From an optimization exercise on the open Yosys and OpenROAD flow, aimed at a short achievable clock period and few clock cycles per item; shortcuts taken in it are not production practice. Where RTL was checked, it was by simulation tests only, not by an equivalence proof against the original. Power is estimated from default activity; no workload was simulated.

== v6 ==
// dns_relay_query_id_table_unit
module dns_relay_query_id_table_unit #(
    parameter int TABLE_DEPTH = 8
) (
    input  logic        aclk,
    input  logic        aresetn,
    input  logic        s_tvalid,
    output logic        s_tready,
    input  logic [95:0] s_tdata,
    input  logic [1:0]  s_tuser,
    output logic        m_tvalid,
    input  logic        m_tready,
    output logic [71:0] m_tdata,
    output logic [2:0]  m_tuser,
    input  logic        cfg_wr_en,
    input  logic        cfg_index,
    input  logic [15:0] cfg_wdata
);
    localparam int N      = TABLE_DEPTH;
    localparam int IDX_W  = $clog2(N);
    localparam int LIM_W  = dnsr_pkg::LIMIT_W;
    localparam int RM_W   = dnsr_pkg::REM_W;
    localparam int CAP    = 5;
    localparam int OBUF_N = CAP;
    localparam int OB_W   = $clog2(OBUF_N);
    localparam int RES_W  = 3 + RM_W + 16 + 32 + 16;
    function automatic logic [IDX_W:0] therm_count(input logic [N-1:0] t);
        logic [IDX_W:0] c;
        c = '0;
        for (int n = 0; n < N; n++) begin
            if (t[n] && ((n == N - 1) || !t[n+1])) begin
                c = c | (IDX_W+1)'(n + 1);
            end
        end
        therm_count = c;
    endfunction
    function automatic logic carry32(input logic [31:0] a, input logic [31:0] b);
        logic [31:0] g, p, gn, pn;
        g = a & b;
        p = a | b;
        for (int w = 32; w > 1; w = w / 2) begin
            gn = '0;
            pn = '0;
            for (int i = 0; i < w / 2; i++) begin
  ...
==> flow/config.mk <==
export PLATFORM = sky130hd
export DESIGN_NAME = dns_relay_query_id_table_unit
export DESIGN_NICKNAME = dns_relay_query_id_table_unit
export VERILOG_FILES = /design/flow/design.v
export SDC_FILE = /design/flow/constraint.sdc
export NUM_CORES = 4
export LEC_CHECK = 0
export ABC_CLOCK_PERIOD_IN_PS = 2500
export CAP_MARGIN = 20
export CORE_MARGIN = 2
export CORE_UTILIZATION = 65
export CTS_CLUSTER_DIAMETER = 60
export CTS_CLUSTER_SIZE = 25
export SETUP_SLACK_MARGIN = 5
export SLEW_MARGIN = 20
==> flow/constraint.sdc <==
create_clock -name core_clock -period 7.5 [get_ports {aclk}]
set_input_delay 1.5000 -clock core_clock [delete_from_list [all_inputs] [get_ports {aclk}]]
set_output_delay 1.5000 -clock core_clock [all_outputs]
set_load 0.01 [all_outputs]
standard.sh (not shown) runs the stock make flow with config.mk's settings and CLKGATE_MAP_FILE= SYNTH_SCRIPT=/design/flow/synth_recipe.tcl, a recipe that flattens the netlist after the stock synthesis.
==> flow/flow/run.sh <==
#!/bin/bash
# Standard layout, with one hook after global placement that moves the
# registers driving output ports next to their port buffers.
set -euo pipefail
export POST_GLOBAL_PLACE_TCL="$PWD/flow/move_out_flops.tcl"
bash standard.sh finish "POST_GLOBAL_PLACE_TCL=$POST_GLOBAL_PLACE_TCL" > make_finish.log 2>&1
==> flow/flow/move_out_flops.tcl <==
# After global placement: move each register that drives only an output
# port's buffer next to that buffer, so the register's output wire is short.
# Detailed placement legalizes the moved registers afterwards.
set block [ord::get_db_block]
set moved 0
foreach bt [$block getBTerms] {
  if {[$bt getIoType] != "OUTPUT"} { continue }
  set net [$bt getNet]
  if {$net == "NULL"} { continue }
  set buf ""
  foreach it [$net getITerms] {
    if {[$it isOutputSignal]} { set buf [$it getInst] }
  }
  if {$buf == ""} { continue }
  set innet ""
  foreach it [$buf getITerms] {
    if {[$it isInputSignal]} { set innet [$it getNet] }
  }
  if {$innet == "" || $innet == "NULL"} { continue }
  set drv ""
  set nload 0
  foreach it [$innet getITerms] {
    if {[$it isOutputSignal]} { set drv [$it getInst] } else { incr nload }
  }
  if {$drv == "" || $nload != 1} { continue }
  if {![[$drv getMaster] isSequential]} { continue }
  set loc [$buf getLocation]
  $drv setLocation [lindex $loc 0] [lindex $loc 1]
  incr moved
}
puts "move_out_flops: moved $moved registers next to their output buffers"
v6 closes out successfully: all stages finished, all timing, DRC and antenna checks passed.
Testbench counts of v6, summed over its fixed seeds: cycles 2,432, items 2,400.
Edits applied to the flow inputs when going from v6 to v2:
Settings: CORE_UTILIZATION: 65 -> 70.
Results
Having completed the whole flow, v2 delivered a layout that passed the timing, design-rule and antenna checks. v2 has clock power below what v6 had. Delta (v2 minus v6): combinational power increased by about 5% relative to the old numbers, final worst-path setup slack decreased by 0.013 ns relative to the old numbers, routed length per placed instance increased by about 2.7% relative to the old numbers. In the metrics for v6 and v2, the one carrying the higher number of optimization iterations in the first detailed-route pass is v2. The cell count of the worst reg-to-reg path reported for v2 is greater than that of v6 by 1. v6 was larger in final cell area than v2. The pin count of the biggest net entering global routing in v2 was higher than what v6 gave. v2 ended with more initial DRC count than v6. v2 vs. v6: non-filler instance count after layout went down by 1.3%.

========
Another version of the RTL of dns_relay_query_id_table_unit (not shown whole).
Size in the first run: ~5300 cells after synthesis, ~1800 flip-flops, about 0.074 sq mm of cells after synthesis.
export LEC_CHECK = 0
export ABC_CLOCK_PERIOD_IN_PS = 2500
export CAP_MARGIN = 20
export CORE_MARGIN = 2
export CORE_UTILIZATION = 65
export CTS_CLUSTER_DIAMETER = 50
export CTS_CLUSTER_SIZE = 30
export PLACE_DENSITY_LB_ADDON = 0.1
export SETUP_SLACK_MARGIN = 5
export SLEW_MARGIN = 20
create_clock -name core_clock -period 7.5 [get_ports {aclk}]
run.sh (not shown) runs the stock make flow with config.mk's settings and CLKGATE_MAP_FILE= SYNTH_SCRIPT=/design/flow/synth_recipe.tcl, a recipe that flattens the netlist after the stock synthesis.
Stock flow here: none of the scripts above is used.
Next try:
CORE_UTILIZATION = 55   (was 65)
CTS_CLUSTER_DIAMETER = 60   (was 50)
CTS_CLUSTER_SIZE = 25   (was 30)
PLACE_DENSITY_LB_ADDON = default   (was 0.1)
SETUP_SLACK_MARGIN = 4.8   (was 5)
Effect: Design area shrinks slightly; power is lower slightly; count of clock-buffer cells in the layout fell by 14; area after synthesis does not change.
No functional check of the RTL was part of any run of this note.

========
== run A ==
Another version of the RTL of dns_relay_query_id_table_unit (not shown whole).
Size: roughly 5700 cells after synthesis, about 2000 flip-flops, ~200 I/O pins.
make LEC_CHECK=0 ABC_CLOCK_PERIOD_IN_PS=2000 CAP_MARGIN=20 CORE_MARGIN=2 CORE_UTILIZATION=45 SETUP_SLACK_MARGIN=4.8 SLEW_MARGIN=20 finish   # period 7.5 ns
Every stage of the flow completed for run A, and the final layout passed the timing, design-rule and antenna checks.
Testbench counts of run A, summed over its fixed seeds: cycles 2,440, items 2,400.
#### Input delta (run B over run A)
Settings: ABC_CLOCK_PERIOD_IN_PS changed from 2000 to 2500; CTS_CLUSTER_DIAMETER newly set to 60; CTS_CLUSTER_SIZE newly set to 25; CORE_UTILIZATION changed from 45 to 75.
- Overall track demand over capacity in global routing (lower): run A
- Higher post-placement setup slack among run B and run A: run B
- The lower total half-perimeter wirelength after legalization and detailed placement of run B and run A is in run A.
- Of run B and run A, the run reporting the higher final worst-path setup slack was run B.
- Going from run A to run B, the top fanout value on the critical path was found to have gone up by 1.
- Wire length of the first global-routing pass of run B is on par with run A.
- Row data arrival at the endpoint of the critical path: run B lower / run A higher
- In the reports for run B and run A, the smaller wire length belongs to run B.
- On layout filler cell count: between run B and run A, it ends up higher for run A.
Edits applied to the flow inputs when going from run B to run C:
Settings: CORE_UTILIZATION now 65, was 75.
==> flow/flow/run.sh (new file) <==
#!/bin/bash
# Standard layout, with one hook after global placement that moves the
# registers driving output ports next to their port buffers.
set -euo pipefail
export POST_GLOBAL_PLACE_TCL="$PWD/flow/move_out_flops.tcl"
bash standard.sh finish "POST_GLOBAL_PLACE_TCL=$POST_GLOBAL_PLACE_TCL" > make_finish.log 2>&1
==> flow/flow/move_out_flops.tcl (new file) <==
# After global placement: move each register that drives only an output
# port's buffer next to that buffer, so the register's output wire is short.
# Detailed placement legalizes the moved registers afterwards.
set block [ord::get_db_block]
set moved 0
foreach bt [$block getBTerms] {
  if {[$bt getIoType] != "OUTPUT"} { continue }
  set net [$bt getNet]
  if {$net == "NULL"} { continue }
  set buf ""
  foreach it [$net getITerms] {
    if {[$it isOutputSignal]} { set buf [$it getInst] }
  }
  if {$buf == ""} { continue }
  set innet ""
  foreach it [$buf getITerms] {
    if {[$it isInputSignal]} { set innet [$it getNet] }
  }
  if {$innet == "" || $innet == "NULL"} { continue }
  set drv ""
  set nload 0
  foreach it [$innet getITerms] {
    if {[$it isOutputSignal]} { set drv [$it getInst] } else { incr nload }
  }
  if {$drv == "" || $nload != 1} { continue }
  if {![[$drv getMaster] isSequential]} { continue }
  set loc [$buf getLocation]
  $drv setLocation [lindex $loc 0] [lindex $loc 1]
  incr moved
}
puts "move_out_flops: moved $moved registers next to their output buffers"
==> flow/standard.sh (new file) <==
#!/bin/bash
# synth_recipe.tcl (not shown) runs the flow's synth.tcl, then flattens the netlist and writes it again
# the make line also repeats each setting of config.mk as NAME=value (left out here)
make -C /OpenROAD-flow-scripts/flow DESIGN_CONFIG=/design/flow/config.mk WORK_HOME=/design/flow/orfs CLKGATE_MAP_FILE= SYNTH_SCRIPT=/design/flow/synth_recipe.tcl "${@:-finish}"
removed: flow/run.sh
Results
Run B ended up with met4 as its highest signal layer in the routed design; run C ended up with met5. Going from run B to run C, share of the cycle needed by the critical path after routing decreased by 0.76 points relative to the old numbers; highest fanout seen on the critical path held steady. Run C vs. run B: die area up 17000 um2; register clock-pin slew on the reported worst setup and hold paths down 0.02 ns.

========
Another version of the RTL of dns_relay_query_id_table_unit (not shown whole).
Size in the first run: roughly 4900 cells after synthesis, about 1900 flip-flops, roughly 74000 um2 of cells after synthesis.
clock: 7.5 ns
lec_check: 0
abc_clock_period_in_ps: 2500
cap_margin: 20
core_margin: 2
core_utilization: 55
cts_cluster_diameter: 60
cts_cluster_size: 25
setup_slack_margin: 4.8
slew_margin: 20
Stock flow here: none of the scripts above is used.
The baseline went through all stages and came out clean.
Edit:
- CORE_UTILIZATION: 55 -> 40
- CTS_CLUSTER_DIAMETER: 60 -> default
- CTS_CLUSTER_SIZE: 25 -> default
- The changed run ran to the end with no violations
- final cell count climbs by roughly a tenth
- routed wire length went down slightly
- register-to-register slack stays flat
- final area increases by a few percent
- sequential power barely changes
- clock power is higher by a quarter to a third
No run of this note included a check of the RTL's function; only the layout flow was run.

========
Another version of the RTL of dns_relay_query_id_table_unit (not shown whole).
For scale: about 6300 cells after synthesis, ~2000 flip-flops, ~200 I/O pins.
Settings: LEC_CHECK=0, ABC_CLOCK_PERIOD_IN_PS=2500, CAP_MARGIN=20, CORE_MARGIN=2, CORE_UTILIZATION=65, CTS_CLUSTER_DIAMETER=60, CTS_CLUSTER_SIZE=25, SETUP_SLACK_MARGIN=5, SLEW_MARGIN=20; clock period 7.5 ns.
standard.sh (not shown) runs the stock make flow with config.mk's settings and CLKGATE_MAP_FILE= SYNTH_SCRIPT=/design/flow/synth_recipe.tcl, a recipe that flattens the netlist after the stock synthesis.
==> flow/flow/run.sh <==
#!/bin/bash
# Standard layout, with one hook after global placement that moves the
# registers driving output ports next to their port buffers.
set -euo pipefail
export POST_GLOBAL_PLACE_TCL="$PWD/flow/move_out_flops.tcl"
bash standard.sh finish "POST_GLOBAL_PLACE_TCL=$POST_GLOBAL_PLACE_TCL" > make_finish.log 2>&1
==> flow/flow/move_out_flops.tcl <==
# After global placement: move each register that drives only an output
# port's buffer next to that buffer, so the register's output wire is short.
# Detailed placement legalizes the moved registers afterwards.
set block [ord::get_db_block]
set moved 0
foreach bt [$block getBTerms] {
  if {[$bt getIoType] != "OUTPUT"} { continue }
  set net [$bt getNet]
  if {$net == "NULL"} { continue }
  set buf ""
  foreach it [$net getITerms] {
    if {[$it isOutputSignal]} { set buf [$it getInst] }
  }
  if {$buf == ""} { continue }
  set innet ""
  foreach it [$buf getITerms] {
    if {[$it isInputSignal]} { set innet [$it getNet] }
  }
  if {$innet == "" || $innet == "NULL"} { continue }
  set drv ""
  set nload 0
  foreach it [$innet getITerms] {
    if {[$it isOutputSignal]} { set drv [$it getInst] } else { incr nload }
  }
  if {$drv == "" || $nload != 1} { continue }
  if {![[$drv getMaster] isSequential]} { continue }
  set loc [$buf getLocation]
  $drv setLocation [lindex $loc 0] [lindex $loc 1]
  incr moved
}
puts "move_out_flops: moved $moved registers next to their output buffers"
Testbench counts at the start, summed over its fixed seeds: cycles 2,440, items 2,400.
Edit:
- CTS_CLUSTER_DIAMETER: 60 -> 40
- CTS_CLUSTER_SIZE: 25 -> 16
Effect:
- sequential power is about the same
- routed wire length increases by 2.0%
- utilization went up by 2.3 points
- synthesized cell count stays the same
- maximum frequency is lower by 1.9%
- non-clock buffer count rises by 11
- first-iteration DRC count goes down by about 2.7%
- via count rose by 1.7%
- area after synthesis is unchanged
Edit:
- CTS_CLUSTER_DIAMETER: 40 -> 60
- CTS_CLUSTER_SIZE: 16 -> 40
Result: Design area drops by 2.8%. Routed wire length drops by 1.7%. Cell count drops by 2.0%. Total power drops by 10%. Utilization drops by 2.1 points. Global-route usage drops by 0.40 points.

========
dns_relay_query_id_table_unit with an RTL version that a note above also has.
For scale: ~5,700 cells after synthesis, ~2,000 flip-flops, roughly 81,000 um^2 of cells after synthesis.
## dns_relay_query_id_table_unit
module dns_relay_query_id_table_unit #(
    parameter int TABLE_DEPTH = 8
) (
    input  logic        aclk,
    input  logic        aresetn,
    input  logic        s_tvalid,
    output logic        s_tready,
    input  logic [95:0] s_tdata,
    input  logic [1:0]  s_tuser,
    output logic        m_tvalid,
    input  logic        m_tready,
    output logic [71:0] m_tdata,
    output logic [2:0]  m_tuser,
    input  logic        cfg_wr_en,
    input  logic        cfg_index,
    input  logic [15:0] cfg_wdata
);
export LEC_CHECK = 0
export ABC_CLOCK_PERIOD_IN_PS = 2500
export CAP_MARGIN = 20
export CORE_MARGIN = 2
export CORE_UTILIZATION = 65
export CTS_CLUSTER_DIAMETER = 60
export CTS_CLUSTER_SIZE = 25
export SETUP_SLACK_MARGIN = 4.8
export SLEW_MARGIN = 20
create_clock -name core_clock -period 7.5 [get_ports {aclk}]
run.sh (not shown) runs the stock make flow with config.mk's settings and CLKGATE_MAP_FILE= SYNTH_SCRIPT=/design/flow/synth_recipe.tcl, a recipe that flattens the netlist after the stock synthesis.
Stock flow here: none of the scripts above is used.
Testbench counts at the start, summed over its fixed seeds: cycles 2,440, items 2,400.
Rerun with:
- CORE_UTILIZATION: 65 -> 55
What happened:
- The new run produced a clean layout
- maximum frequency went down by 0.97%
- global-route usage went down by 3.6 points
- design area went up by 0.47%

==> re-timing with driven ports <==
No port has a modelled driver above. Below, the same layouts with a new extraction and two added sets of constraints. Step 1: set_driving_cell puts a clkbuf_16 on aclk and a buf_2 on each other input, an assumption about the parent block. Step 2 moves the port delays by t, midway between the first and last clock arrival at a register: inputs arrive t later, outputs are due t later. That takes back most of the time a late clock gives input paths. Three values: no drivers, after step 1, after step 2; two values: the first two.
run | t, ns | setup WS [ns] | worst data-port slew with drivers (ns)
v6 | 0.859 | 4.289 / 4.289 / 4.229 | 0.06
v2 | 0.811 | 4.276 / 4.276 / 4.193 | 0.15
the first run of note 2 | 0.843 | 4.065 / 4.107 / 3.264 | 0.06
the second run of note 2 | 0.836 | 4.076 / 4.119 / 3.283 | 0.10
run A | 0.899 | 4.633 / 4.553 / 4.101 | 0.18
run B | 0.847 | 4.673 / 4.596 / 4.112 | 0.11
run C | 0.845 | 4.730 / 4.656 / 4.084 | 0.08
the first run of note 4 | 0.832 | 4.477 / 4.401 / 4.194 | 0.13
the second run of note 4 | 0.896 | 4.400 / 4.318 / 4.146 | 0.15
the first run of note 5 | 0.855 | 4.756 / 4.681 / 4.149 | 0.14
the second run of note 5 | 0.909 | 4.703 / 4.628 / 4.149 | 0.14
the third run of note 5 | 0.855 | 4.734 / 4.658 / 4.214 | 0.14
the first run of note 6 | 0.849 | 4.675 / 4.596 / 4.098 | 0.08
the second run of note 6 | 0.865 | 4.647 / 4.564 / 4.121 | 0.07
After both steps setup and hold are still met in every run listed. The setup slack of the first run of note 2, which loses most, moves by +0.042 ns with the drivers and by -0.801 ns with both steps.
